From an optimization exercise on the open Yosys and OpenROAD flow, aimed at small area, a short achievable clock period and few clock cycles per item; shortcuts taken in it are not production practice. In this exercise RTL edits were held to simulation tests only and were not proved equivalent to the original. The flow treats the clock pin as an ideal source, which a real chip does not have. Power figures rest on the tool's default switching activity, not on a simulated workload.

==> flow/design.v, too long to show whole: its modules and the start of the top module <==
// module tsc_rom: 3058 lines
// module taylor_sine_cosine_top: 80 lines
module taylor_sine_cosine_top (
	input  wire logic                            clk,
	input  wire logic                            arst_n,
	input  wire logic                            s_tvalid,
	output logic                                 s_tready,
	input  wire logic [tsc_pkg::IN_DATA_W-1:0]   s_tdata,
	input  wire logic                            s_tuser,
	output logic                                 m_tvalid,
	input  wire logic                            m_tready,
	output logic [tsc_pkg::OUT_DATA_W-1:0]       m_tdata,
	output logic                                 m_tuser
);
  // ...
==> flow/flow/run.sh <==
#!/bin/bash
set -euo pipefail
bash standard.sh SETUP_SLACK_MARGIN=6 finish > standard.log 2>&1
==> flow/standard.sh <==
#!/bin/bash
# synth_recipe.tcl (not shown) runs the flow's synth.tcl, then flattens the netlist and writes it again
# the make line also repeats each setting of config.mk as NAME=value (left out here)
make -C /OpenROAD-flow-scripts/flow DESIGN_CONFIG=/design/flow/config.mk WORK_HOME=/design/flow/orfs CLKGATE_MAP_FILE= SYNTH_SCRIPT=/design/flow/synth_recipe.tcl "${@:-finish}"
==> flow/config.mk <==
export PLATFORM = sky130hd
export DESIGN_NAME = taylor_sine_cosine_top
export DESIGN_NICKNAME = taylor_sine_cosine_top
export VERILOG_FILES = /design/flow/design.v
export SDC_FILE = /design/flow/constraint.sdc
export NUM_CORES = 4
export LEC_CHECK = 0
export ABC_AREA = 1
export CAP_MARGIN = 20
export CORE_MARGIN = 2
export CORE_UTILIZATION = 15
export PLACE_DENSITY = 0.25
export SLEW_MARGIN = 20
export SYNTH_HIERARCHICAL = 1
export TNS_END_PERCENT = 100
==> flow/constraint.sdc <==
create_clock -name core_clock -period 9.0 [get_ports {clk}]
set_input_delay 1.8000 -clock core_clock [delete_from_list [all_inputs] [get_ports {clk}]]
set_output_delay 1.8000 -clock core_clock [all_outputs]
set_load 0.01 [all_outputs]
==> results.py, run 1 <==
metrics = {
    "worst_setup_path": {
        "critPathLaunch": "a_req_q[1]",
        "critPathCaptureType": "register",
        "path_class": "reg2reg",
        "path_max_fanout": 9,
    },
    "grt": {
        "grt_overflow": 0,
        "antenna_found_initial": 18,
        "first_global_vias": 21197,
        "grt_use_total": 0.377,
        "grt_use_met3": 0.102,
    },
    "clock_network": {
        "htreeDepth": 3,
        "insertion_delay_ns": 0.39,
    },
    "power": {
        "power_leader": "combinational logic",
        "peakVddDrop_v": 0.0000995,
        "p_clk_frac": 0.067,
        "p_clk_mw": 0.458,
    },
    "synthesis": {
        "synth_commonest_cells": "nand2_1, nand3_1, nor2_1",
        "ys.flop_type": "edfxtp_1",
    },
    "floorplanning": {
        "tap-cell-count": 1265,
    },
    "hold_path": {
        "min_path_type": "reg2reg",
        "hold_start": "r_valid_q",
    },
    "timing": {
        "max_freq_mhz": 314,
        "hold_ws_ns": 0.441,
    },
    "finish": {
        "seq_cell_count": 103,
        "multi_input_area_share": 0.552,
        "final_cells": 3998,
        "clock_area_frac": 0.0156,
        "final_util": 0.227,
        "layout-drive-gt1-share": 0.275,
        "largest-register": "r_rom_q",
        "nNetsFinal": 2773,
    },
    "run_status": {
        "outcome": "complete, no violations",
    },
    "routing": {
        "wl_met2_um": 73600,
        "routedWlPerCell_um": 48.0,
    },
    "place": {
        "placed_area_sq_mm": 0.0166,
    },
}
Testbench counts, summed over its fixed seeds: cycles 2,424, items 2,400.
==> run 2, diff against run 1 <==
--- a/flow/config.mk
+++ b/flow/config.mk
@@ -8,8 +8,8 @@
 export ABC_AREA = 1
 export CAP_MARGIN = 20
 export CORE_MARGIN = 2
-export CORE_UTILIZATION = 15
-export PLACE_DENSITY = 0.25
+export CORE_UTILIZATION = 20
+export PLACE_DENSITY = 0.35
 export SLEW_MARGIN = 20
 export SYNTH_HIERARCHICAL = 1
 export TNS_END_PERCENT = 100
==> run 2 against run 1 <==
Clock power shrank 4.6%. Clock-buffer cell count is the same. Core utilization rose by 7.5 points. Final area hardly changed. Die area down 25%. First-iteration DRC count rose by 28%. Clock skew fell by 0.0039 ns. Worst setup slack lost 0.076 ns. Combinational power increased by 0.7%. Register-to-register slack worse by 0.08 ns. Sequential share of layout area barely moved. Largest power group unchanged.
==> results.py, run 2 <==
metrics = {
    "run_status": {
        "outcome": "complete, no violations",
    },
    "grt": {
        "grt_max_degree": 81,
        "antenna_found_initial": 30,
        "grt_pass1_wl_um": 227000,
        "grt_use_total": 0.474,
        "first_global_vias": 21479,
        "grt_overflow": 0,
    },
    "timing": {
        "worstMarginPinSlew_ns": 0.941,
        "finalMaxSlewViolations": 0,
        "grt_setup_unrepaired": "true",
        "post-route-period-util": 0.362,
        "relSlewSlack": 0.370,
        "setup_viol": 0,
        "timing.setup.tns_ns": 0,
        "setup_ws_ns": 5.74,
        "hold_ws_ns": 0.441,
        "min_period_ns": 3.26,
        "max_freq_mhz": 307,
        "hold_viol": 0,
        "fin_skew_ns": 0.0141,
    },
    "finish": {
        "nNetsFinal": 2814,
        "n_fill_cell": 8073,
        "largest-register": "r_rom_q",
        "reg_top3": "r_rom_q (38), res_q (37)",
        "syn_to_final_growth_pct": 50.0,
        "layout_common_cells": "nand2_1, nand3_1, buf_4",
        "mostFrequentLayoutCell": "nand2_1",
        "final_util": 0.303,
        "largest_register_ffs": 38,
        "layout-drive-gt1-share": 0.287,
    },
    "synthesis": {
        "synth-compound-area-share": 0.197,
        "synth_area_per_cell_sq_um": 5.76,
        "yosys_warnings": 7,
        "yosys-mux-area-fraction": 0,
        "synth_top_family_by_area": "simple AND/OR/NAND/NOR gates",
        "ys.flop_type": "edfxtp_1",
        "ys_async_sr_fraction": 0.0388,
        "synth_seq_cells": 103,
        "yosysSeqAreaShare": 0.206,
        "syn-cell-area_sq_mm": 0.0144,
        "synth.distinct_cells": 58,
        "synth_edf_count": 88,
        "ys_top_cells_by_area": "nand2_1, edfxtp_1, nand3_1",
        "synthSimpleGateAreaFrac": 0.446,
        "synthXorXnorAreaFrac": 0.0122,
        "synth_commonest_cells": "nand2_1, nand3_1, nor2_1",
        "post-synth-top-count-cell": "nand2_1",
        "synthAdderAreaFrac": 0.0295,
        "synth_cells": 2501,
        "synth_top_cell_by_area": "nand2_1",
        "yosysTopAreaCellShare": 0.196,
    },
    "power": {
        "power.density_mw_per_mm2": 317,
        "p_clk_frac": 0.064,
        "peakVddDrop_v": 0.000144,
        "p_comb_frac": 0.809,
        "p_switching_mw": 4.40,
        "p_leak_nw": 9.23,
        "pwr-share-seq": 0.127,
        "swShare": 0.644,
        "p_int_mw": 2.44,
    },
    "hold_path": {
        "min_path_type": "reg2reg",
    },
    "floorplanning": {
        "die_y_um": 272,
        "dieWidth_um": 272,
        "ios": 64,
        "core_area_sq_mm": 0.0714,
        "num_rows": 98,
        "design.die.area_sq_mm": 0.0742,
        "start_util": 0.202,
    },
    "routing": {
        "drt_iter0_drc": 4288,
        "avgViaCountPerCell": 6.42,
        "dr.pass1.iters": 8,
        "drc": 0,
        "wl_um": 181000,
        "vias": 23963,
        "routedWlPerCell_um": 48.6,
        "ant_nets": 0,
    },
    "clock_network": {
        "cts_tree": "yes",
        "numCtsBuffers": 9,
        "insertion_delay_ns": 0.38,
        "htreeDepth": 3,
        "cts_buffer_depth": 2,
        "cts.sinks": 103,
        "clockRootBuffer": "clkbuf_16",
        "clk_pin_slew_worst_paths_ns": 0.08,
        "hold_buffers": 0,
    },
    "worst_setup_path": {
        "path_max_fanout": 8,
        "critPathCaptureType": "register",
        "start_kind": "register",
        "path_class": "reg2reg",
        "cp.arrival_ns": 3.37,
        "cp_data_required_time_ns": 9.11,
    },
    "place": {
        "post-place-ws_ns": 4.23,
        "port_buffers": 53,
        "post-dp-hpwl_um": 128000,
        "place.gp.congestion": 1.15,
    },
    "flow_run": {
        "max-cap-violations": 0,
    },
}
run 2: repair_timing:
item | 4_1_cts | 5_1_grt
resized for setup | 555 | 226
endpoints found under the setup margin | 157 | 35
setup buffers | 132 | 96
cloned | 6 | 2
pin swaps | 46 | 69
run 2: routing by layer:
| layer | global-route usage | part of all wire | up-vias |
|---|---|---|---|
| li1 | - | - | 8977 |
| met1 | 0.543 | 0.36 | 11668 |
| met2 | 0.645 | 0.37 | 2444 |
| met3 | 0.264 | 0.16 | 844 |
| met4 | 0.370 | 0.11 | 30 |
| met5 | 0.000642 | 0.0014 | - |
run 2: critical path: stages (launching register included):
cell and delay (ns):
edfxtp_1 0.40, buf_12 0.20, inv_6 0.08, buf_12 0.17
ha_4 0.37, buf_4 0.17, nand2_2 0.13, clkinvlp_4 0.22
nor3_4 0.06, buf_12 0.15, o211ai_1 0.31, nand3_1 0.20
a21oi_4 0.35, nor2_1 0.14
run 2: per-stage QoR:
| stage | total power, mW | instances | instance area, sq um |
|---|---|---|---|
| floorplan | 2.69 | 2503 | 14400 |
| global placement | 5.04 | 3461 | 16100 |
| detailed placement | 4.94 | 3462 | 16100 |
| CTS | 6.03 | 3616 | 19700 |
| global route | 6.77 | 3720 | 21600 |
| finish | 6.84 | 3731 | 21600 |
run 2: layout make-up:
class / count / area, sq um / area share
multi-input combinational: 2051 / 12100 / 0.559
timing repair buffer: 375 / 3930 / 0.182
sequential: 103 / 2960 / 0.137
tap: 950 / 1190 / 0.0550
inverter: 219 / 1090 / 0.0503
clock buffer: 9 / 225 / 0.0104
clock inverter: 7 / 95.1 / 0.00440
antenna: 17 / 42.5 / 0.00197
run 2: final timing paths:
| path | cells after the start | startpoint | end | slack [ns] |
|---|---|---|---|---|
| max in group asynchronous | 1 | arst_n | b_valid_q | 7.20 |
| hold reg to reg | 0 | a_req_q[10] | r_neg_q | 0.44 |
| hold / removal | 0 | a_req_q[10] | r_neg_q | 0.44 |
| setup reg to reg | 13 | a_req_q[4] | r_rom_q[21] | 5.74 |
| min in group asynchronous | 1 | arst_n | b_valid_q | 1.62 |
| setup / recovery | 13 | a_req_q[4] | r_rom_q[21] | 5.74 |
run 2: cells by family (layout without fill, tap and decap cells):
group / Yosys count / after routing
and+or+nand+nor: 1488 / 1488
AOI/OAI and AO/OA: 506 / 506
buffers and inverters: 349 / 610
DFF: 103 / 103
adders and majority gates: 34 / 34
xor gates and xnor gates: 20 / 20
other: 1 / 20
run 2: power groups by stage:
stage	clock network, mW	registers [mW]	logic [mW]
2_1_floorplan	0	0.900	1.79
3_3_place_gp	0	0.887	4.15
3_5_place_dp	0	0.892	4.05
4_1_cts	0.451	0.873	4.70
5_1_grt	0.467	0.892	5.42
6_report	0.437	0.872	5.53
run 2: per-module statistics from Yosys (local to each module, per instance):
module | cells inside | flip-flops and latches | cell area, sq um
tsc_rom | 2082 | 0 | 9860
taylor_sine_cosine_top | 419 | 103 | 4540
==> run 3, diff against run 2 <==
--- a/flow/config.mk
+++ b/flow/config.mk
@@ -8,8 +8,8 @@
 export ABC_AREA = 1
 export CAP_MARGIN = 20
 export CORE_MARGIN = 2
-export CORE_UTILIZATION = 20
-export PLACE_DENSITY = 0.35
+export CORE_UTILIZATION = 18
+export PLACE_DENSITY = 0.3
 export SLEW_MARGIN = 20
 export SYNTH_HIERARCHICAL = 1
 export TNS_END_PERCENT = 100
==> run 3 against run 2 <==
Critical path depth did not move. Critical path type unchanged. Cell count grew 1.9%. Clock power decreased by 1%.
==> results.py, run 3 <==
metrics = {
    "run_status": {
        "outcome": "complete, no violations",
    },
    "synthesis": {
        "synth_top_cell_by_area": "nand2_1",
        "yosysSeqAreaShare": 0.206,
        "synth_edf_count": 88,
        "yosys_warnings": 7,
        "ys_top_cells_by_area": "nand2_1, edfxtp_1, nand3_1",
        "syn-cell-area_sq_mm": 0.0144,
        "synth_commonest_cells": "nand2_1, nand3_1, nor2_1",
        "synth_area_per_cell_sq_um": 5.76,
        "ys_async_sr_fraction": 0.0388,
        "yosysTopAreaCellShare": 0.196,
        "post-synth-top-count-cell": "nand2_1",
        "synth_seq_cells": 103,
        "ys.flop_type": "edfxtp_1",
        "synth.distinct_cells": 58,
        "synth_cells": 2501,
    },
    "grt": {
        "antenna_found_initial": 19,
        "grt_use_total": 0.426,
        "grt_overflow": 0,
        "grt_pass1_wl_um": 227000,
        "first_global_vias": 21456,
        "grt_max_degree": 81,
    },
    "flow_run": {
        "max-cap-violations": 0,
    },
    "clock_network": {
        "cts.sinks": 103,
        "insertion_delay_ns": 0.37,
        "hold_buffers": 0,
        "htreeDepth": 3,
        "numCtsBuffers": 9,
        "cts_buffer_depth": 2,
        "cts_tree": "yes",
        "clockRootBuffer": "clkbuf_16",
        "clk_pin_slew_worst_paths_ns": 0.08,
    },
    "worst_setup_path": {
        "critPathCaptureType": "register",
        "cp_slowest_cell": "edfxtp_1",
        "r2r-start": "a_req_q[1]",
        "path_max_fanout": 7,
        "slowest_delay_ns": 0.42,
        "reg2regPathDepth": 13,
        "start_kind": "register",
        "path_class": "reg2reg",
        "critPathLaunch": "a_req_q[1]",
        "path_cells": "buf_12 -> inv_8 -> buf_12 -> ha_4 -> clkinvlp_4 -> nand2_2 -> inv_2 -> nor2_1 -> o211ai_1 -> nand3_1 -> nand3_1 -> nand2_2 -> nand3_1",
        "cp-endpoint": "r_rom_q[10]",
        "r2r-end": "r_rom_q[10]",
        "cp_data_required_time_ns": 9.08,
        "rrSetupSlack_ns": 5.82,
        "cp.arrival_ns": 3.26,
        "crit_top_cell": "nand3_1",
    },
    "hold_path": {
        "min_path_type": "reg2reg",
    },
    "finish": {
        "syn_to_final_growth_pct": 50.0,
        "largest-register": "r_rom_q",
        "nNetsFinal": 2793,
        "reg_top3": "r_rom_q (38), res_q (37)",
        "n_fill_cell": 9039,
        "final_util": 0.273,
        "layout-drive-gt1-share": 0.292,
        "mostFrequentLayoutCell": "nand2_1",
        "largest_register_ffs": 38,
        "layout_common_cells": "nand2_1, nand3_1, nor2_1",
        "final_cell_area_sq_mm": 0.0216,
    },
    "floorplanning": {
        "start_util": 0.182,
        "design.die.area_sq_mm": 0.0823,
        "die_y_um": 287,
        "num_rows": 103,
        "ios": 64,
        "core_area_sq_mm": 0.0791,
        "dieWidth_um": 287,
    },
    "timing": {
        "finalMaxSlewViolations": 0,
        "hold_ws_ns": 0.438,
        "max_freq_mhz": 314,
        "setup_viol": 0,
        "post-route-period-util": 0.354,
        "fin_skew_ns": 0.0178,
        "timing.setup.tns_ns": 0,
        "hold_viol": 0,
        "worstMarginPinSlew_ns": 0.946,
        "grt_setup_unrepaired": "true",
        "min_period_ns": 3.18,
        "relSlewSlack": 0.363,
    },
    "routing": {
        "avgViaCountPerCell": 6.09,
        "drc": 0,
        "wl_met3_um": 25700,
        "ant_nets": 0,
        "drt_iter0_drc": 3515,
        "routedWlPerCell_um": 47.3,
        "dr.pass1.iters": 8,
        "top_layer": "met5",
        "m1WireLength_um": 68400,
        "vias": 23148,
        "wl_met2_um": 67600,
        "wl_um": 180000,
    },
    "power": {
        "p_leak_nw": 9.10,
        "report.power.total_mw": 6.75,
        "peakVddDrop_v": 0.0000925,
        "power.density_mw_per_mm2": 313,
    },
    "place": {
        "post-dp-hpwl_um": 131000,
        "port_buffers": 53,
        "placed_area_sq_mm": 0.0162,
        "place.gp.congestion": 1.12,
    },
}
run 3: cell counts after synthesis:
Identical to the previous run, type by type.
run 3: area by class of cell:
| cell class | count | area (sq um) | share of cell area |
|---|---|---|---|
| inverter | 219 | 1080 | 0.0502 |
| tap | 1050 | 1310 | 0.0608 |
| multi-input combinational | 2052 | 12200 | 0.564 |
| timing repair buffer | 352 | 3690 | 0.171 |
| clock buffer | 9 | 225 | 0.0104 |
| antenna | 8 | 20.0 | 0.000927 |
| timing repair inverter | 1 | 8.76 | 0.000405 |
| sequential | 103 | 2960 | 0.137 |
| clock inverter | 7 | 100 | 0.00463 |
run 3: report_power, final:
group / total, mW / switching, mW / internal, mW
Combinational: 5.44 / 4.02 / 1.43
Sequential: 0.879 / 0.119 / 0.760
Clock: 0.431 / 0.206 / 0.225
Total: 6.75 / 4.34 / 2.41
run 3: worst min path at each step:
| stage | depth (start not counted) | startpoint | endpoint |
|---|---|---|---|
| final | 0 | a_req_q[10] | r_neg_q |
| after global routing | 0 | a_req_q[10] | r_neg_q |
| after CTS | 0 | a_req_q[10] | r_neg_q |
| after detailed placement | 0 | a_req_q[10] | r_neg_q |
| after global placement | 0 | a_req_q[10] | r_neg_q |
| after floorplan | 0 | a_req_q[10] | r_neg_q |
run 3: repair_timing:
action / in CTS / in global routing
gates resized for setup: 628 / 203
buffers inserted: 145 / 62
gates cloned: 9 / 1
pin swaps: 52 / 85
setup endpoints to repair: 157 / 44
run 3: Yosys stat by module (local to each module, per instance):
module / flip-flops and latches / cells inside / copies in the design
taylor_sine_cosine_top: 103 / 419 / 1
tsc_rom: 0 / 2082 / 1
run 3: metal layers:
layer | vias to the layer above | global-route usage
met5 | - | 0.0122
met3 | 686 | 0.208
met4 | 32 | 0.324
met2 | 2110 | 0.570
li1 | 8958 | -
met1 | 11362 | 0.515
run 3: metrics by stage:
| step | setup slack, ns | cells |
|---|---|---|
| detailed placement | 3.73 | 3560 |
| CTS | 5.91 | 3730 |
| finish | 5.82 | 3801 |
| global route | 5.89 | 3793 |
| floorplan | 5.56 | 2503 |
| global placement | 3.55 | 3560 |
run 3: logic make-up (layout without fill, tap and decap cells):
group                      Yosys count  after routing  share of synthesized area
xor gates and xnor gates            20             20                     0.0122
DFF                                103            103                      0.206
adders and majority gates           34             34                     0.0295
other                                1             11                   0.000260
AOI/OAI and AO/OA                  506            506                      0.197
buffers and inverters              349            588                      0.109
and+or+nand+nor                   1488           1489                      0.446
run 3: worst max-delay path, delay by kind of cell, from the launching register on:
family	cells	cell delay [ns]
simple gates	6	1.09
buf+inv	5	0.84
flops	1	0.42
compound gates	1	0.25
fa+ha+maj	1	0.19
==> run 4, diff against run 3 <==
==> flow/flow/run.sh (replaced) <==
#!/bin/bash
set -euo pipefail
here=$(pwd)
export POST_CTS_TCL="$here/flow/skew.tcl"
export SKEW_CELL=sky130_fd_sc_hd__clkbuf_1
export SKEW_LAST_CELL=sky130_fd_sc_hd__clkbuf_8
export SKEW_STAGES=4
bash standard.sh SETUP_SLACK_MARGIN=6.1 SKIP_CTS_REPAIR_TIMING=1 \
	POST_CTS_TCL="$here/flow/skew.tcl" finish > standard.log 2>&1
==> flow/flow/skew.tcl (new file) <==
# Hook run after clock tree synthesis (POST_CTS_TCL, with the CTS step's own timing
# repair skipped): give the clock of the table output register (r_rom_q, r_neg_q)
# extra delay, so that the long path into it, from the request register through
# the result table, may use time that the short path out of it, through the
# negation into the output register, does not need. Both paths are between
# registers inside the design. Then the CTS step's usual placement and timing
# repair.
set block [ord::get_db_block]
set db [ord::get_db]
set master [$db findMaster $::env(SKEW_CELL)]
set last_master [$db findMaster $::env(SKEW_LAST_CELL)]
set stages $::env(SKEW_STAGES)
array set groups {}
foreach inst [$block getInsts] {
  set name [$inst getName]
  if {[string match {r_rom_q*} $name] || [string match {r_neg_q*} $name]} {
    set it [$inst findITerm CLK]
    lappend groups([[$it getNet] getName]) $it
  }
}
set n 0
foreach netname [lsort [array names groups]] {
  set net [$block findNet $netname]
  set its $groups($netname)
  set sx 0
  set sy 0
  foreach it $its {
    set b [[$it getInst] getBBox]
    set sx [expr {$sx + [$b xMin]}]
    set sy [expr {$sy + [$b yMin]}]
  }
  set cx [expr {int($sx / [llength $its])}]
  set cy [expr {int($sy / [llength $its])}]
  set prev $net
  for {set k 0} {$k < $stages} {incr k} {
    set m [expr {$k == $stages - 1 ? $last_master : $master}]
    set inst [odb::dbInst_create $block $m "skewbuf_${n}_$k"]
    set newnet [odb::dbNet_create $block "skewnet_${n}_$k"]
    $newnet setSigType CLOCK
    [$inst findITerm A] connect $prev
    [$inst findITerm X] connect $newnet
    $inst setLocation $cx $cy
    $inst setPlacementStatus PLACED
    set prev $newnet
  }
  foreach it $its {
    $it disconnect
    $it connect $prev
  }
  puts "skew: [llength $its] sinks of $netname behind $stages buffers"
  incr n
}
set result [catch { detailed_placement } msg]
if { $result != 0 } {
  error "Detailed placement failed after clock skew: $msg"
}
estimate_parasitics -placement
report_clock_skew
repair_timing_helper
set result [catch { detailed_placement } msg]
if { $result != 0 } {
  error "Detailed placement failed in CTS: $msg"
}
check_placement -verbose
report_checks -path_delay max -format end -group_path_count 5
--- a/flow/config.mk
+++ b/flow/config.mk
@@ -8,8 +8,8 @@
 export ABC_AREA = 1
 export CAP_MARGIN = 20
 export CORE_MARGIN = 2
-export CORE_UTILIZATION = 18
-export PLACE_DENSITY = 0.3
+export CORE_UTILIZATION = 15
+export PLACE_DENSITY = 0.25
 export SLEW_MARGIN = 20
 export SYNTH_HIERARCHICAL = 1
 export TNS_END_PERCENT = 100
==> run 4 against run 3 <==
Worst setup slack better by 0.021 ns. Register-to-register slack improved by 0.02 ns. Highest routed layer unchanged. Cell count rose by 2.6%. Flip-flop and latch count unchanged. Combinational power down about 10%. Sequential power up 2%. Still clean on timing, DRC and antenna. Final area fell by 12%. Wire length grew 2.6%. Worst hold slack lost 0.35 ns. Die area grew 20%.
==> results.py, run 4 <==
metrics = {
    "place": {
        "place.gp.congestion": 1.06,
        "port_buffers": 53,
        "post-dp-hpwl_um": 143000,
    },
    "floorplanning": {
        "dieWidth_um": 314,
        "num_rows": 113,
        "core_area_sq_mm": 0.0950,
        "ios": 64,
        "start_util": 0.152,
        "design.die.area_sq_mm": 0.0985,
        "die_y_um": 314,
    },
    "routing": {
        "vias": 22059,
        "ant_nets": 0,
        "wl_um": 185000,
        "routedWlPerCell_um": 47.3,
        "drt_iter0_drc": 3532,
        "dr.pass1.iters": 6,
        "drc": 0,
        "avgViaCountPerCell": 5.66,
    },
    "synthesis": {
        "syn-cell-area_sq_mm": 0.0144,
        "yosys_warnings": 7,
        "ys_async_sr_fraction": 0.0388,
        "synth_top_cell_by_area": "nand2_1",
        "synth_area_per_cell_sq_um": 5.76,
        "yosysSeqAreaShare": 0.206,
        "post-synth-top-count-cell": "nand2_1",
        "synth.distinct_cells": 58,
        "synth_seq_cells": 103,
        "yosysTopAreaCellShare": 0.196,
        "synth_commonest_cells": "nand2_1, nand3_1, nor2_1",
        "synth_cells": 2501,
        "synth_edf_count": 88,
        "ys_top_cells_by_area": "nand2_1, edfxtp_1, nand3_1",
        "ys.flop_type": "edfxtp_1",
    },
    "hold_path": {
        "hold_start": "a_req_q[10]",
        "hold-path-endpoint": "r_neg_q",
        "min_path_type": "reg2reg",
        "hold_depth": 0,
    },
    "grt": {
        "grt_use_total": 0.365,
        "first_global_vias": 20844,
        "grt_overflow": 0,
        "grt_max_degree": 81,
        "antenna_found_initial": 26,
        "grt_pass1_wl_um": 232000,
    },
    "clock_network": {
        "insertion_delay_ns": 0.78,
        "cts_tree": "yes",
        "cts.sinks": 103,
        "clk_pin_slew_worst_paths_ns": 0.08,
    },
    "timing": {
        "min_period_ns": 3.16,
        "hold_ws_ns": 0.0841,
        "max_freq_mhz": 316,
        "post-route-period-util": 0.351,
        "relSlewSlack": 0.211,
        "finalMaxSlewViolations": 0,
        "timing.setup.tns_ns": 0,
        "worstMarginPinSlew_ns": 1.17,
        "hold_viol": 0,
        "setup_viol": 0,
        "grt_setup_unrepaired": "true",
        "fin_skew_ns": 0.429,
    },
    "finish": {
        "largest_register_ffs": 38,
        "multi_input_area_sq_mm": 0.0109,
        "reg_top3": "r_rom_q (38), res_q (37)",
        "nNetsFinal": 2670,
        "largest-register": "r_rom_q",
        "mostFrequentLayoutCell": "nand2_1",
        "regArea_sq_mm": 0.00296,
        "layout_common_cells": "nand2_1, nand3_1, nor2_1",
        "layout-drive-gt1-share": 0.187,
        "syn_to_final_growth_pct": 32.3,
        "n_fill_cell": 11135,
    },
    "flow_run": {
        "max-cap-violations": 0,
    },
    "worst_setup_path": {
        "start_kind": "register",
        "critPathCaptureType": "register",
        "path_max_fanout": 24,
        "rrSetupSlack_ns": 5.84,
        "r2r-start": "a_req_q[3]",
        "r2r-end": "r_rom_q[2]",
        "path_class": "reg2reg",
        "cp.arrival_ns": 3.65,
        "reg2regPathDepth": 10,
        "cp_data_required_time_ns": 9.49,
    },
    "power": {
        "peakVddDrop_v": 0.0000986,
        "power.density_mw_per_mm2": 332,
        "p_leak_nw": 8.05,
    },
    "run_status": {
        "outcome": "complete, no violations",
    },
}
## run 4: cell type report, without the clock buffers
cell class,count,area share
inverter,219,0.0524
antenna,15,0.00197
multi-input combinational,2052,0.574
timing repair inverter,1,0.000460
buffer,20,0.00657
clock inverter,7,0.00591
sequential,103,0.156
tap,1265,0.0831
timing repair buffer,209,0.108
## run 4: kinds of logic (layout without fill, tap and decap cells)
family / Yosys count / in the layout / share of synthesized area
buffers and inverters: 349 / 465 / 0.109
and+or+nand+nor: 1488 / 1489 / 0.446
AOI/OAI and AO/OA: 506 / 506 / 0.197
DFF: 103 / 103 / 0.206
xor gates and xnor gates: 20 / 20 / 0.0122
other: 1 / 18 / 0.000260
adders and majority gates: 34 / 34 / 0.0295
## run 4: metrics by stage
stage	instances	utilization	total power [mW]	worst slack, ns	cell area, sq um
2_1_floorplan	2503	-	2.69	5.56	14400
3_5_place_dp	3788	0.174	5.17	4.12	16600
3_3_place_gp	3787	0.174	5.27	4.03	16600
5_1_grt	3885	0.200	6.36	6.04	19000
6_report	3900	0.201	6.32	5.84	19100
## run 4: worst max path at each step
stage	depth (start not counted)	slack [ns]	from	end
after floorplan	2	5.56	m_tready	r_neg_q
after global placement	13	4.03	a_req_q[0]	r_rom_q[1]
after detailed placement	13	4.12	a_req_q[0]	r_rom_q[1]
after global routing	11	6.04	a_req_q[4]	r_rom_q[5]
final	10	5.84	a_req_q[3]	r_rom_q[2]
## run 4: where the power goes
| group | internal, mW | total [mW] | switching, mW |
|---|---|---|---|
| combinational | 1.07 | 4.87 | 3.81 |
| sequential | 0.762 | 0.893 | 0.131 |
| clock | 0.325 | 0.558 | 0.233 |
| total | 2.16 | 6.32 | 4.17 |
## run 4: critical path, cell delays in order (launching register included)
cell and delay [ns]:
edfxtp_1 0.32, buf_4 0.53, nand2_2 0.43, buf_4 0.31
inv_2 0.08, buf_4 0.49, nand2_1 0.25, o211ai_1 0.38
nand2_1 0.21, nand2_1 0.10, nand2_1 0.08
## run 4: metal layers
| metal | part of all wire | wire length [um] | GRT usage | vias up |
|---|---|---|---|---|
| met3 | 0.097 | 17800 | 0.100 | 467 |
| met4 | 0.088 | 16300 | 0.270 | 10 |
| li1 | - | - | - | 8698 |
| met1 | 0.42 | 77600 | 0.480 | 11247 |
| met2 | 0.39 | 72700 | 0.505 | 1637 |
| met5 | 0.00033 | 60 | 0 | - |
## run 4: per-module statistics from Yosys (local to each module, per instance)
| module | copies in the design | flops+latches | cells | cell area [sq um] |
|---|---|---|---|---|
| taylor_sine_cosine_top | 1 | 103 | 419 | 4540 |
| tsc_rom | 1 | 0 | 2082 | 9860 |
==> run 5, diff against run 4 <==
==> flow/flow/run.sh (replaced) <==
#!/bin/bash
set -euo pipefail
here=$(pwd)
export POST_CTS_TCL="$here/flow/skew.tcl"
export SKEW_CELL=sky130_fd_sc_hd__clkbuf_1
export SKEW_LAST_CELL=sky130_fd_sc_hd__clkbuf_8
export SKEW_STAGES=6
bash standard.sh SETUP_SLACK_MARGIN=6.1 SKIP_CTS_REPAIR_TIMING=1 \
	POST_CTS_TCL="$here/flow/skew.tcl" finish > standard.log 2>&1
==> run 5 against run 4 <==
Still clean on timing, DRC and antenna. Clock power grew 5.4%. Sequential power hardly changed. Clock skew is 0.17 ns higher. Flip-flop and latch count stayed put. Wire length fell by 0.36%. Final area shrank 3.4%. Critical path depth rose by 4. Combinational power is 3% lower. Cell count is 0.28% lower. Register-to-register slack worse by 0.04 ns. Maximum frequency shrank 1.3%. Highest routed layer unchanged.
==> results.py, run 5 <==
metrics = {
    "synthesis": {
        "synth.distinct_cells": 58,
        "synth_cells": 2501,
        "synth_edf_count": 88,
        "ys.flop_type": "edfxtp_1",
        "ys_async_sr_fraction": 0.0388,
        "ys_top_cells_by_area": "nand2_1, edfxtp_1, nand3_1",
        "yosys_warnings": 7,
        "synth_top_cell_by_area": "nand2_1",
        "yosysSeqAreaShare": 0.206,
        "yosysTopAreaCellShare": 0.196,
        "synth_seq_cells": 103,
        "synth_commonest_cells": "nand2_1, nand3_1, nor2_1",
        "syn-cell-area_sq_mm": 0.0144,
        "post-synth-top-count-cell": "nand2_1",
        "synth_area_per_cell_sq_um": 5.76,
    },
    "place": {
        "place.gp.congestion": 1.06,
        "placed_area_sq_mm": 0.0166,
        "post-dp-hpwl_um": 143000,
        "port_buffers": 53,
    },
    "power": {
        "p_leak_nw": 7.85,
        "peakVddDrop_v": 0.0000986,
        "power.density_mw_per_mm2": 337,
        "report.power.total_mw": 6.20,
    },
    "routing": {
        "drc": 0,
        "ant_nets": 0,
        "routedWlPerCell_um": 47.3,
        "vias": 21885,
        "avgViaCountPerCell": 5.63,
        "wl_um": 184000,
        "drt_iter0_drc": 3372,
        "dr.pass1.iters": 6,
    },
    "worst_setup_path": {
        "critPathCaptureType": "register",
        "cp.arrival_ns": 3.85,
        "crit_top_cell": "nand2_1",
        "path_class": "reg2reg",
        "path_cells": "buf_4 -> inv_8 -> ha_1 -> buf_6 -> clkinv_4 -> nand2_1 -> a21oi_1 -> o21ai_0 -> nand3_1 -> nand2_1 -> o211ai_1 -> nand2_1 -> nand2_1 -> nand2_1",
        "cp_data_required_time_ns": 9.65,
        "cp_top_family": "compound AO/OA/AOI/OAI gates",
        "cp_slowest_cell": "a21oi_1",
        "path_max_fanout": 16,
        "start_kind": "register",
        "slowest_delay_ns": 0.51,
        "path_buf_inv": 4,
        "rrSetupSlack_ns": 5.79,
    },
    "clock_network": {
        "cts.sinks": 103,
        "insertion_delay_ns": 0.96,
        "cts_tree": "yes",
        "clk_pin_slew_worst_paths_ns": 0.08,
    },
    "finish": {
        "layout-drive-gt1-share": 0.159,
        "largest_register_ffs": 38,
        "largest-register": "r_rom_q",
        "mostFrequentLayoutCell": "nand2_1",
        "nNetsFinal": 2659,
        "syn_to_final_growth_pct": 27.8,
        "reg_top3": "r_rom_q (38), res_q (37)",
        "layout_common_cells": "nand2_1, nand3_1, nor2_1",
        "final_cell_area_sq_mm": 0.0184,
    },
    "timing": {
        "hold_viol": 0,
        "fin_skew_ns": 0.599,
        "grt_setup_unrepaired": "true",
        "max_freq_mhz": 312,
        "worstMarginPinSlew_ns": 1.23,
        "min_period_ns": 3.21,
        "post-route-period-util": 0.356,
        "setup_viol": 0,
        "relSlewSlack": 0.172,
        "finalMaxSlewViolations": 0,
        "timing.setup.tns_ns": 0,
    },
    "grt": {
        "antenna_found_initial": 23,
        "grt_max_degree": 81,
        "grt_use_total": 0.364,
        "grt_overflow": 0,
        "first_global_vias": 20762,
        "grt_pass1_wl_um": 231000,
    },
    "floorplanning": {
        "ios": 64,
        "num_rows": 113,
        "design.die.area_sq_mm": 0.0985,
        "start_util": 0.152,
        "dieWidth_um": 314,
        "core_area_sq_mm": 0.0950,
        "die_y_um": 314,
    },
    "flow_run": {
        "max-cap-violations": 0,
    },
    "hold_path": {
        "min_path_type": "reg2reg",
    },
    "run_status": {
        "outcome": "complete, no violations",
    },
}
[run 5: cell counts after synthesis]
No cell type changed its count.
[run 5: stage by stage]
step                std cells  hold slack, ns  worst slack, ns  utilization
floorplan                2503           0.400             5.56            -
finish                   3889           0.346             5.79        0.194
global placement         3787           0.426             4.03        0.174
detailed placement       3788           0.429             4.12        0.174
global route             3874           0.349             6.01        0.193
[run 5: per-layer routing]
metal,GRT usage,part of all wire
met3,0.0926,0.098
met4,0.265,0.089
met5,0,0.0012
met1,0.482,0.42
met2,0.507,0.39
[run 5: path summary, 6_finish.rpt]
check                            from     endpoint  cells after the start
max in group asynchronous      arst_n    b_valid_q                      1
min in group asynchronous      arst_n    b_valid_q                      1
setup reg to reg           a_req_q[1]   r_rom_q[2]                     14
hold / removal             a_req_q[8]  r_rom_q[19]                      3
hold reg to reg            a_req_q[8]  r_rom_q[19]                      3
setup / recovery           a_req_q[1]   r_rom_q[2]                     14
[run 5: area by class of cell, without the clock buffers]
cell class                      count  area, sq um
Fill cell                       11155        76600
Multi-Input combinational cell   2051        10600
Sequential cell                   103         2960
Timing Repair Buffer              190         1780
Tap cell                         1265         1580
Inverter                          219          946
Buffer                             30          163
Clock inverter                      7          113
Antenna cell                       15         37.5
[run 5: Yosys stat by module, one instance, submodules excluded]
module / area [sq um] / flops+latches / cells
taylor_sine_cosine_top: 4540 / 103 / 419
tsc_rom: 9860 / 0 / 2082
[run 5: worst reg2reg max path, stage by stage (launching register included)]
cell and delay (ns):
edfxtp_1 0.32, buf_4 0.22, inv_8 0.13, ha_1 0.28, buf_6 0.19, clkinv_4 0.23, nand2_1 0.20, a21oi_1 0.51
o21ai_0 0.32, nand3_1 0.15, nand2_1 0.14, o211ai_1 0.39, nand2_1 0.23, nand2_1 0.11, nand2_1 0.07
[run 5: cells by family (layout without fill, tap and decap cells)]
kind of cell	Yosys count	after routing	share of synthesized area
fa+ha+maj	34	34	0.0295
xor+xnor	20	20	0.0122
flops	103	103	0.206
simple gates	1488	1488	0.446
buf+inv	349	455	0.109
other cells	1	18	0.000260
compound gates	506	506	0.197
[run 5: power by group]
| part | switching, mW | internal [mW] |
|---|---|---|
| logic | 3.73 | 0.992 |
| clock network | 0.245 | 0.343 |
| registers | 0.133 | 0.761 |
| total | 4.11 | 2.10 |
==> run 6, diff against run 5 <==
==> flow/flow/run.sh (replaced) <==
#!/bin/bash
set -euo pipefail
here=$(pwd)
export POST_CTS_TCL="$here/flow/skew.tcl"
export SKEW_CELL=sky130_fd_sc_hd__clkbuf_1
export SKEW_LAST_CELL=sky130_fd_sc_hd__clkbuf_8
export SKEW_STAGES=8
bash standard.sh SETUP_SLACK_MARGIN=6.1 SKIP_CTS_REPAIR_TIMING=1 \
	POST_CTS_TCL="$here/flow/skew.tcl" finish > standard.log 2>&1
==> run 6 against run 5 <==
Worst hold slack lost 0.22 ns. Via count fell by 0.80%. Clock skew up 0.22 ns. Clock power up 6.1%. Worst setup slack improved by 0.082 ns. Largest cell class unchanged.
==> results.py, run 6 <==
metrics = {
    "worst_setup_path": {
        "cp.arrival_ns": 4.02,
        "cp_data_required_time_ns": 9.89,
        "path_class": "reg2reg",
        "path_max_fanout": 45,
        "critPathCaptureType": "register",
        "start_kind": "register",
    },
    "grt": {
        "antenna_found_initial": 29,
        "grt_use_total": 0.363,
        "grt_max_degree": 81,
        "grt_overflow": 0,
        "first_global_vias": 20836,
        "grt_pass1_wl_um": 230000,
    },
    "synthesis": {
        "synth_seq_cells": 103,
        "synth_area_per_cell_sq_um": 5.76,
        "yosysSeqAreaShare": 0.206,
        "synth_top_cell_by_area": "nand2_1",
        "synth.distinct_cells": 58,
        "post-synth-top-count-cell": "nand2_1",
        "ys_top_cells_by_area": "nand2_1, edfxtp_1, nand3_1",
        "synth_commonest_cells": "nand2_1, nand3_1, nor2_1",
        "ys.flop_type": "edfxtp_1",
        "yosys_warnings": 7,
        "synth_edf_count": 88,
        "syn-cell-area_sq_mm": 0.0144,
        "ys_async_sr_fraction": 0.0388,
        "synth_cells": 2501,
        "yosysTopAreaCellShare": 0.196,
    },
    "place": {
        "post-dp-hpwl_um": 143000,
        "dpl.cell_count": 3788,
        "place.gp.congestion": 1.06,
        "placed_area_sq_mm": 0.0166,
        "port_buffers": 53,
    },
    "clock_network": {
        "clk_pin_slew_worst_paths_ns": 0.08,
        "insertion_delay_ns": 1.17,
        "cts.sinks": 103,
        "cts_tree": "yes",
    },
    "routing": {
        "dr.pass1.iters": 6,
        "drc": 0,
        "drt_iter0_drc": 3219,
        "avgViaCountPerCell": 5.60,
        "vias": 21710,
        "ant_nets": 0,
        "routedWlPerCell_um": 47.2,
        "wl_um": 183000,
    },
    "timing": {
        "post-route-period-util": 0.347,
        "max_freq_mhz": 320,
        "worstMarginPinSlew_ns": 1.25,
        "fin_skew_ns": 0.815,
        "setup_viol": 0,
        "relSlewSlack": 0.158,
        "finalMaxSlewViolations": 0,
        "grt_setup_unrepaired": "true",
        "hold_ws_ns": 0.129,
        "hold_viol": 0,
        "timing.setup.tns_ns": 0,
        "min_period_ns": 3.12,
    },
    "floorplanning": {
        "die_y_um": 314,
        "start_util": 0.152,
        "num_rows": 113,
        "dieWidth_um": 314,
        "core_area_sq_mm": 0.0950,
        "ios": 64,
        "design.die.area_sq_mm": 0.0985,
    },
    "finish": {
        "final_cells": 3880,
        "regArea_sq_mm": 0.00296,
        "layout-drive-gt1-share": 0.140,
        "mostFrequentLayoutCell": "nand2_1",
        "n_fill_cell": 11187,
        "multi_input_area_sq_mm": 0.0104,
        "largest_register_ffs": 38,
        "syn_to_final_growth_pct": 25.1,
        "largest-register": "r_rom_q",
        "layout_common_cells": "nand2_1, nand3_1, nor2_1",
        "final_cell_area_sq_mm": 0.0180,
        "nNetsFinal": 2658,
        "reg_top3": "r_rom_q (38), res_q (37)",
    },
    "flow_run": {
        "max-cap-violations": 0,
    },
    "hold_path": {
        "min_path_type": "reg2reg",
    },
    "power": {
        "p_leak_nw": 7.73,
        "power.density_mw_per_mm2": 342,
        "peakVddDrop_v": 0.0000990,
        "report.power.total_mw": 6.15,
    },
    "run_status": {
        "outcome": "complete, no violations",
    },
}
[run 6: cell count changes in the layout (fill, tap and decap cells not counted), sizes merged]
cell,previous run,this run
buf,137,126
clkbuf,40,50
diode,15,7
clkinvlp,16,12
inv,200,204
[run 6: per-stage QoR]
step | util | setup slack, ns
final | 0.190 | 5.88
after global routing | 0.189 | 6.02
after detailed placement | 0.174 | 4.12
after global placement | 0.174 | 4.03
after floorplan | - | 5.56
[run 6: cell families after synthesis]
family	after synthesis	synth area share
simple gates	1488	0.446
xor+xnor	20	0.0122
compound gates	506	0.197
buf+inv	349	0.109
flops	103	0.206
fa+ha+maj	34	0.0295
other cells	1	0.000260
[run 6: final timing paths]
| kind | startpoint | to | slack (ns) | cells past startpoint |
|---|---|---|---|---|
| hold reg to reg | a_req_q[8] | r_rom_q[19] | 0.13 | 3 |
| setup reg to reg | a_req_q[5] | r_rom_q[30] | 5.88 | 10 |
| hold / removal | a_req_q[8] | r_rom_q[19] | 0.13 | 3 |
| min in group asynchronous | arst_n | b_valid_q | 1.63 | 1 |
| max in group asynchronous | arst_n | b_valid_q | 7.18 | 1 |
| setup / recovery | a_req_q[5] | r_rom_q[30] | 5.88 | 10 |
[run 6: worst max-delay path, cell delays in order (launching register included)]
cell	delay, ns
edfxtp_1	0.38
buf_12	0.16
buf_12	0.31
nand2_4	0.32
clkinv_4	0.36
buf_6	0.47
nand3_1	0.45
o2111ai_1	0.27
nand3_1	0.48
nand2_1	0.20
nand3_1	0.15
[run 6: metal layers]
| layer | routed length, um | up-vias | global-route usage | part of all wire |
|---|---|---|---|---|
| met5 | 150 | - | 0 | 0.00082 |
| met4 | 16700 | 22 | 0.268 | 0.091 |
| met3 | 18100 | 479 | 0.0963 | 0.099 |
| met2 | 71300 | 1680 | 0.502 | 0.39 |
| met1 | 77100 | 10908 | 0.479 | 0.42 |
| li1 | - | 8621 | - | - |
[run 6: modules after synthesis (local to each module, per instance)]
| module | times used | area, sq um |
|---|---|---|
| taylor_sine_cosine_top | 1 | 4540 |
| tsc_rom | 1 | 9860 |
[run 6: where the power goes]
group / total (mW) / leakage [nW] / internal (mW) / switching, mW
clock network: 0.624 / 0.239 / 0.361 / 0.264
registers: 0.895 / 1.03 / 0.761 / 0.133
logic: 4.63 / 6.46 / 0.946 / 3.69
[run 6: final cells by class, without the clock buffers]
class,count,area share
Clock inverter,7,0.00625
Sequential cell,103,0.165
Tap cell,1265,0.0879
Inverter,219,0.0511
Multi-Input combinational cell,2051,0.577
Buffer,40,0.0111
Timing Repair Buffer,179,0.0889
Antenna cell,7,0.000973
==> module taylor_sine_cosine_top, before the edit <==
module taylor_sine_cosine_top (
	input  wire logic                            clk,
	input  wire logic                            arst_n,
	input  wire logic                            s_tvalid,
	output logic                                 s_tready,
	input  wire logic [tsc_pkg::IN_DATA_W-1:0]   s_tdata,
	input  wire logic                            s_tuser,
	output logic                                 m_tvalid,
	input  wire logic                            m_tready,
	output logic [tsc_pkg::OUT_DATA_W-1:0]       m_tdata,
	output logic                                 m_tuser
);
	logic              a_valid_q;    
	logic [REQ_W:0]    a_req_q;
	logic              b_valid_q;    
	logic [REQ_W:0]    b_req_q;
	logic              r_valid_q;    
	logic [RES_W:0]    r_rom_q;
	logic              r_neg_q;
	logic              m_valid_q;
	logic [RES_W-1:0]  res_q;
	logic              sat_q;
	logic [REQ_W:0]    req_in;
	logic              s_accept;
	logic              out_adv;
	logic              a_load;
	logic [RES_W:0]    rom_data;
	logic [ANGLE_W-1:0] angle_in;
	logic [ANGLE_W-1:0] xmag_in;
	logic              negate;
	logic [RES_W-1:0]  res_w;
	assign angle_in = s_tdata[ANGLE_W-1:0];
	assign xmag_in  = angle_in[ANGLE_W-1] ? ANGLE_W'(~angle_in + 1'b1) : angle_in;
	assign req_in   = {!s_tuser && angle_in[ANGLE_W-1], s_tuser, xmag_in, s_tdata[ANGLE_W +: CNT_W]};
	assign s_tready = !b_valid_q;
	assign s_accept = s_tvalid && !b_valid_q;
	assign out_adv  = !m_valid_q || m_tready;
	assign a_load   = out_adv || !a_valid_q;
	assign m_tvalid = m_valid_q;
	assign m_tdata  = OUT_DATA_W'(res_q);
	assign m_tuser  = sat_q;
	tsc_rom u_rom (
		.addr (a_req_q[REQ_W-1:0]),
		.data (rom_data)
	);
	assign negate = r_neg_q ^ r_rom_q[RES_W-1];
	assign res_w  = negate ? ~{1'b0, r_rom_q[RES_W-2:0]} + RES_W'(!r_rom_q[RES_W])
		: {1'b0, r_rom_q[RES_W-2:0]};
	always_ff @(posedge clk or negedge arst_n) begin
		if (!arst_n) begin
			a_valid_q <= 1'b0;
			r_valid_q <= 1'b0;
			b_valid_q <= 1'b0;
			m_valid_q <= 1'b0;
		end else begin
			if (out_adv) begin
				r_valid_q <= a_valid_q;
				m_valid_q <= r_valid_q;
			end
			if (a_load) begin
				a_valid_q <= b_valid_q || s_accept;
			end
			b_valid_q <= !out_adv && a_valid_q && (b_valid_q || s_accept);
		end
	end
	always_ff @(posedge clk) begin
		if (a_load) begin
			a_req_q <= b_valid_q ? b_req_q : req_in;
		end
		if (!b_valid_q) begin
			b_req_q <= req_in;
		end
		if (out_adv) begin
			r_rom_q <= rom_data;
			r_neg_q <= a_req_q[REQ_W];
			res_q   <= res_w;
			sat_q   <= r_rom_q[RES_W];
		end
	end
endmodule
==> run 7, diff against run 6 <==
--- a/flow/design.v
+++ b/flow/design.v
@@ -3100,8 +3100,16 @@
 	logic [RES_W:0]    rom_data;
 	logic [ANGLE_W-1:0] angle_in;
 	logic [ANGLE_W-1:0] xmag_in;
+	localparam int MAG_BITS = RES_W - 1;
+	localparam int MAG_GRP  = 6;
 	logic              negate;
 	logic [RES_W-1:0]  res_w;
+	logic [MAG_BITS-1:0]           mag;
+	logic [MAG_BITS-1:0]           in_grp;      
+	logic [MAG_BITS/MAG_GRP-1:0]   grp_or;      
+	logic [MAG_BITS/MAG_GRP-1:0]   grp_below;   
+	logic [MAG_BITS:0]             below;       
+	logic [MAG_BITS:0]             flip;
 	assign angle_in = s_tdata[ANGLE_W-1:0];
 	assign xmag_in  = angle_in[ANGLE_W-1] ? ANGLE_W'(~angle_in + 1'b1) : angle_in;
 	assign req_in   = {!s_tuser && angle_in[ANGLE_W-1], s_tuser, xmag_in, s_tdata[ANGLE_W +: CNT_W]};
@@ -3117,8 +3125,25 @@
 		.data (rom_data)
 	);
 	assign negate = r_neg_q ^ r_rom_q[RES_W-1];
-	assign res_w  = negate ? ~{1'b0, r_rom_q[RES_W-2:0]} + RES_W'(!r_rom_q[RES_W])
-		: {1'b0, r_rom_q[RES_W-2:0]};
+	assign mag    = r_rom_q[MAG_BITS-1:0];
+	for (genvar g = 0; g < MAG_BITS / MAG_GRP; g++) begin : g_grp
+		assign in_grp[g * MAG_GRP] = 1'b0;
+		for (genvar j = 1; j < MAG_GRP; j++) begin : g_in
+			assign in_grp[g * MAG_GRP + j] = in_grp[g * MAG_GRP + j - 1] | mag[g * MAG_GRP + j - 1];
+		end
+		assign grp_or[g] = in_grp[g * MAG_GRP + MAG_GRP - 1] | mag[g * MAG_GRP + MAG_GRP - 1];
+		if (g == 0) begin : g_first
+			assign grp_below[g] = 1'b0;
+		end else begin : g_next
+			assign grp_below[g] = grp_below[g - 1] | grp_or[g - 1];
+		end
+		for (genvar j = 0; j < MAG_GRP; j++) begin : g_bit
+			assign below[g * MAG_GRP + j] = grp_below[g] | in_grp[g * MAG_GRP + j];
+		end
+	end
+	assign below[MAG_BITS] = grp_below[MAG_BITS / MAG_GRP - 1] | grp_or[MAG_BITS / MAG_GRP - 1];
+	assign flip  = {(MAG_BITS + 1){negate}} & ({(MAG_BITS + 1){r_rom_q[RES_W]}} | below);
+	assign res_w = {1'b0, mag} ^ flip;
 	always_ff @(posedge clk or negedge arst_n) begin
 		if (!arst_n) begin
 			a_valid_q <= 1'b0;
==> run 7 against run 6 <==
Critical path depth rose by 3. Clock skew shrank 0.0090 ns. Worst setup slack got worse by 0.029 ns. Largest power group unchanged.
==> results.py, run 7 <==
metrics = {
    "floorplanning": {
        "dieWidth_um": 312,
        "core_area_sq_mm": 0.0936,
        "num_rows": 112,
        "start_util": 0.152,
        "ios": 64,
        "die_y_um": 312,
        "design.die.area_sq_mm": 0.0971,
    },
    "synthesis": {
        "synth_edf_count": 88,
        "synth_cells": 2445,
        "ys.flop_type": "edfxtp_1",
        "synth_top_cell_by_area": "nand2_1",
        "synth_area_per_cell_sq_um": 5.80,
        "syn-cell-area_sq_mm": 0.0142,
        "ys_top_cells_by_area": "nand2_1, edfxtp_1, nand3_1",
        "synth_seq_cells": 103,
        "synth.distinct_cells": 60,
        "synth_commonest_cells": "nand2_1, nand3_1, nor2_1",
        "yosysSeqAreaShare": 0.209,
        "yosysTopAreaCellShare": 0.193,
        "yosys_warnings": 7,
        "post-synth-top-count-cell": "nand2_1",
        "ys_async_sr_fraction": 0.0388,
    },
    "timing": {
        "timing.setup.tns_ns": 0,
        "grt_setup_unrepaired": "true",
        "worstMarginPinSlew_ns": 1.13,
        "max_freq_mhz": 317,
        "hold_viol": 0,
        "relSlewSlack": 0.244,
        "post-route-period-util": 0.350,
        "setup_viol": 0,
        "finalMaxSlewViolations": 0,
        "min_period_ns": 3.15,
        "fin_skew_ns": 0.806,
    },
    "grt": {
        "antenna_found_initial": 21,
        "grt_use_total": 0.345,
        "grt_pass1_wl_um": 219000,
        "first_global_vias": 20517,
        "grt_max_degree": 51,
        "grt_overflow": 0,
    },
    "clock_network": {
        "clk_pin_slew_worst_paths_ns": 0.08,
        "cts.sinks": 103,
        "cts_tree": "yes",
        "insertion_delay_ns": 1.15,
    },
    "finish": {
        "largest-register": "r_rom_q",
        "largest_register_ffs": 38,
        "mostFrequentLayoutCell": "nand2_1",
        "reg_top3": "r_rom_q (38), res_q (37)",
        "layout-drive-gt1-share": 0.139,
        "nNetsFinal": 2616,
        "syn_to_final_growth_pct": 26.1,
        "layout_common_cells": "nand2_1, nand3_1, nor2_1",
    },
    "worst_setup_path": {
        "cp_slowest_cell": "nand4_1",
        "rrSetupSlack_ns": 5.85,
        "path_max_fanout": 11,
        "r2r-end": "r_rom_q[8]",
        "cp_data_required_time_ns": 9.91,
        "slowest_delay_ns": 0.48,
        "cp.arrival_ns": 4.06,
        "start_kind": "register",
        "path_class": "reg2reg",
        "critPathCaptureType": "register",
        "reg2regPathDepth": 13,
        "r2r-start": "a_req_q[9]",
        "path_cells": "buf_4 -> inv_2 -> buf_6 -> ha_4 -> nor2_2 -> buf_4 -> nor2_1 -> inv_1 -> nor2_1 -> o21ai_4 -> nand4_1 -> a21oi_4 -> nor2_1",
        "crit_top_cell": "nor2_1",
    },
    "routing": {
        "dr.pass1.iters": 6,
        "wl_um": 172000,
        "drc": 0,
        "ant_nets": 0,
        "vias": 21676,
        "drt_iter0_drc": 3717,
        "routedWlPerCell_um": 45.0,
        "avgViaCountPerCell": 5.67,
    },
    "place": {
        "place.gp.congestion": 1.09,
        "port_buffers": 53,
        "post-dp-hpwl_um": 132000,
    },
    "hold_path": {
        "hold-path-endpoint": "r_neg_q",
        "min_path_type": "reg2reg",
        "hold_depth": 1,
        "hold_start": "a_req_q[10]",
    },
    "run_status": {
        "outcome": "complete, no violations",
    },
    "flow_run": {
        "max-cap-violations": 0,
    },
    "power": {
        "power.density_mw_per_mm2": 330,
        "peakVddDrop_v": 0.0000957,
        "report.power.total_mw": 5.91,
        "p_leak_nw": 7.69,
    },
}
==> run 7: per-stage QoR <==
stage / cell area [sq um] / instances / worst slack [ns] / hold WS (ns) / utilization
after detailed placement: 16300 / 3714 / 4.10 / 0.405 / 0.174
after floorplan: 14200 / 2447 / 5.56 / 0.400 / -
after global placement: 16300 / 3714 / 3.99 / 0.408 / 0.174
after global routing: 17900 / 3821 / 5.97 / 0.127 / 0.191
final: 17900 / 3823 / 5.85 / 0.180 / 0.191
==> run 7: critical path: cells and delay by family (launching register included) <==
family | cells | cell delay (ns)
AO/OA/AOI/OAI | 2 | 0.78
adder cells (fa/ha/maj) | 1 | 0.23
buffers and inverters | 5 | 1.14
flip-flops | 1 | 0.32
AND/OR/NAND/NOR | 5 | 1.18
==> run 7: cell type report, without the clock buffers <==
class	instances	area, sq um
Clock inverter	5	41.3
Tap cell	1254	1570
Multi-Input combinational cell	1992	10200
Sequential cell	103	2960
Timing Repair inverter	2	15.0
Inverter	221	913
Antenna cell	2	5.00
Buffer	48	240
Fill cell	11097	75700
Timing Repair Buffer	186	1690
==> run 7: Yosys stat by module (local to each module, per instance) <==
module | cells inside | cell area (sq um) | times used
tsc_rom | 2082 | 9860 | 1
taylor_sine_cosine_top | 363 | 4330 | 1
==> run 7: per-layer routing <==
layer / GRT usage / vias up / part of all wire / wire (um)
met1: 0.446 / 10811 / 0.40 / 69600
met4: 0.243 / 28 / 0.090 / 15500
met2: 0.482 / 1818 / 0.39 / 67200
met3: 0.107 / 518 / 0.11 / 19600
met5: 0 / - / 0.0011 / 192
li1: - / 8501 / - / -
==> run 7: cell families after synthesis <==
family	count (synthesis)	synth area share
flip-flops	103	0.209
other	1	0.000264
buffers and inverters	353	0.111
AO/OA/AOI/OAI	509	0.199
XOR/XNOR	21	0.0130
adder cells (fa/ha/maj)	32	0.0282
AND/OR/NAND/NOR	1426	0.439
==> run 7: worst max-delay path by stage <==
| stage | startpoint | end | cells after the start |
|---|---|---|---|
| floorplan | m_tready | r_neg_q | 2 |
| global placement | a_req_q[0] | r_rom_q[14] | 11 |
| detailed placement | a_req_q[0] | r_rom_q[14] | 11 |
| global route | a_req_q[9] | r_rom_q[19] | 14 |
| finish | a_req_q[9] | r_rom_q[8] | 13 |
==> run 7: power breakdown <==
part / switching (mW) / total [mW] / internal [mW]
Combinational: 3.53 / 4.46 / 0.929
Sequential: 0.105 / 0.865 / 0.760
Clock: 0.264 / 0.587 / 0.323
Total: 3.90 / 5.91 / 2.01
Testbench counts of run 7, summed over its fixed seeds: cycles 2,424, items 2,400.

re-timing with driven ports:
In the flow no input, the clock included, has a driving cell. The finished layouts below were timed again as built, in two steps.
Step 1 assumes that a clkbuf_16 drives the clock port and a buf_2 every other input.
Step 2, shift: input delay + t, output delay - t, t = (earliest + latest rising clock arrival at the registers) / 2. This alone moves slack from input paths to output paths.
Slacks: ideal ports / drivers / drivers and shift; pairs: ideal ports / drivers.
| run | t (ns) | slack for setup (ns) | clock arrival spread, ns |
|---|---|---|---|
| run 1 | 0.435 | 5.820 / 5.820 / 5.757 | 0.018 / 0.018 |
| run 2 | 0.435 | 5.744 / 5.744 / 5.663 | 0.014 / 0.014 |
| run 3 | 0.415 | 5.817 / 5.817 / 5.737 | 0.018 / 0.018 |
| run 4 | 0.628 | 5.838 / 5.838 / 5.567 | 0.429 / 0.429 |
| run 5 | 0.718 | 5.795 / 5.795 / 5.477 | 0.605 / 0.605 |
| run 6 | 0.824 | 5.877 / 5.877 / 5.373 | 0.815 / 0.816 |
| run 7 | 0.806 | 5.847 / 5.847 / 5.413 | 0.807 / 0.806 |
Clock arrivals are far apart in run 4, run 5, run 6 and run 7, so t is only a midpoint there and step 2 fits no single register. For run 6, which loses most, drivers alone change the setup slack by 0.000 ns; drivers and shift together by -0.504 ns.
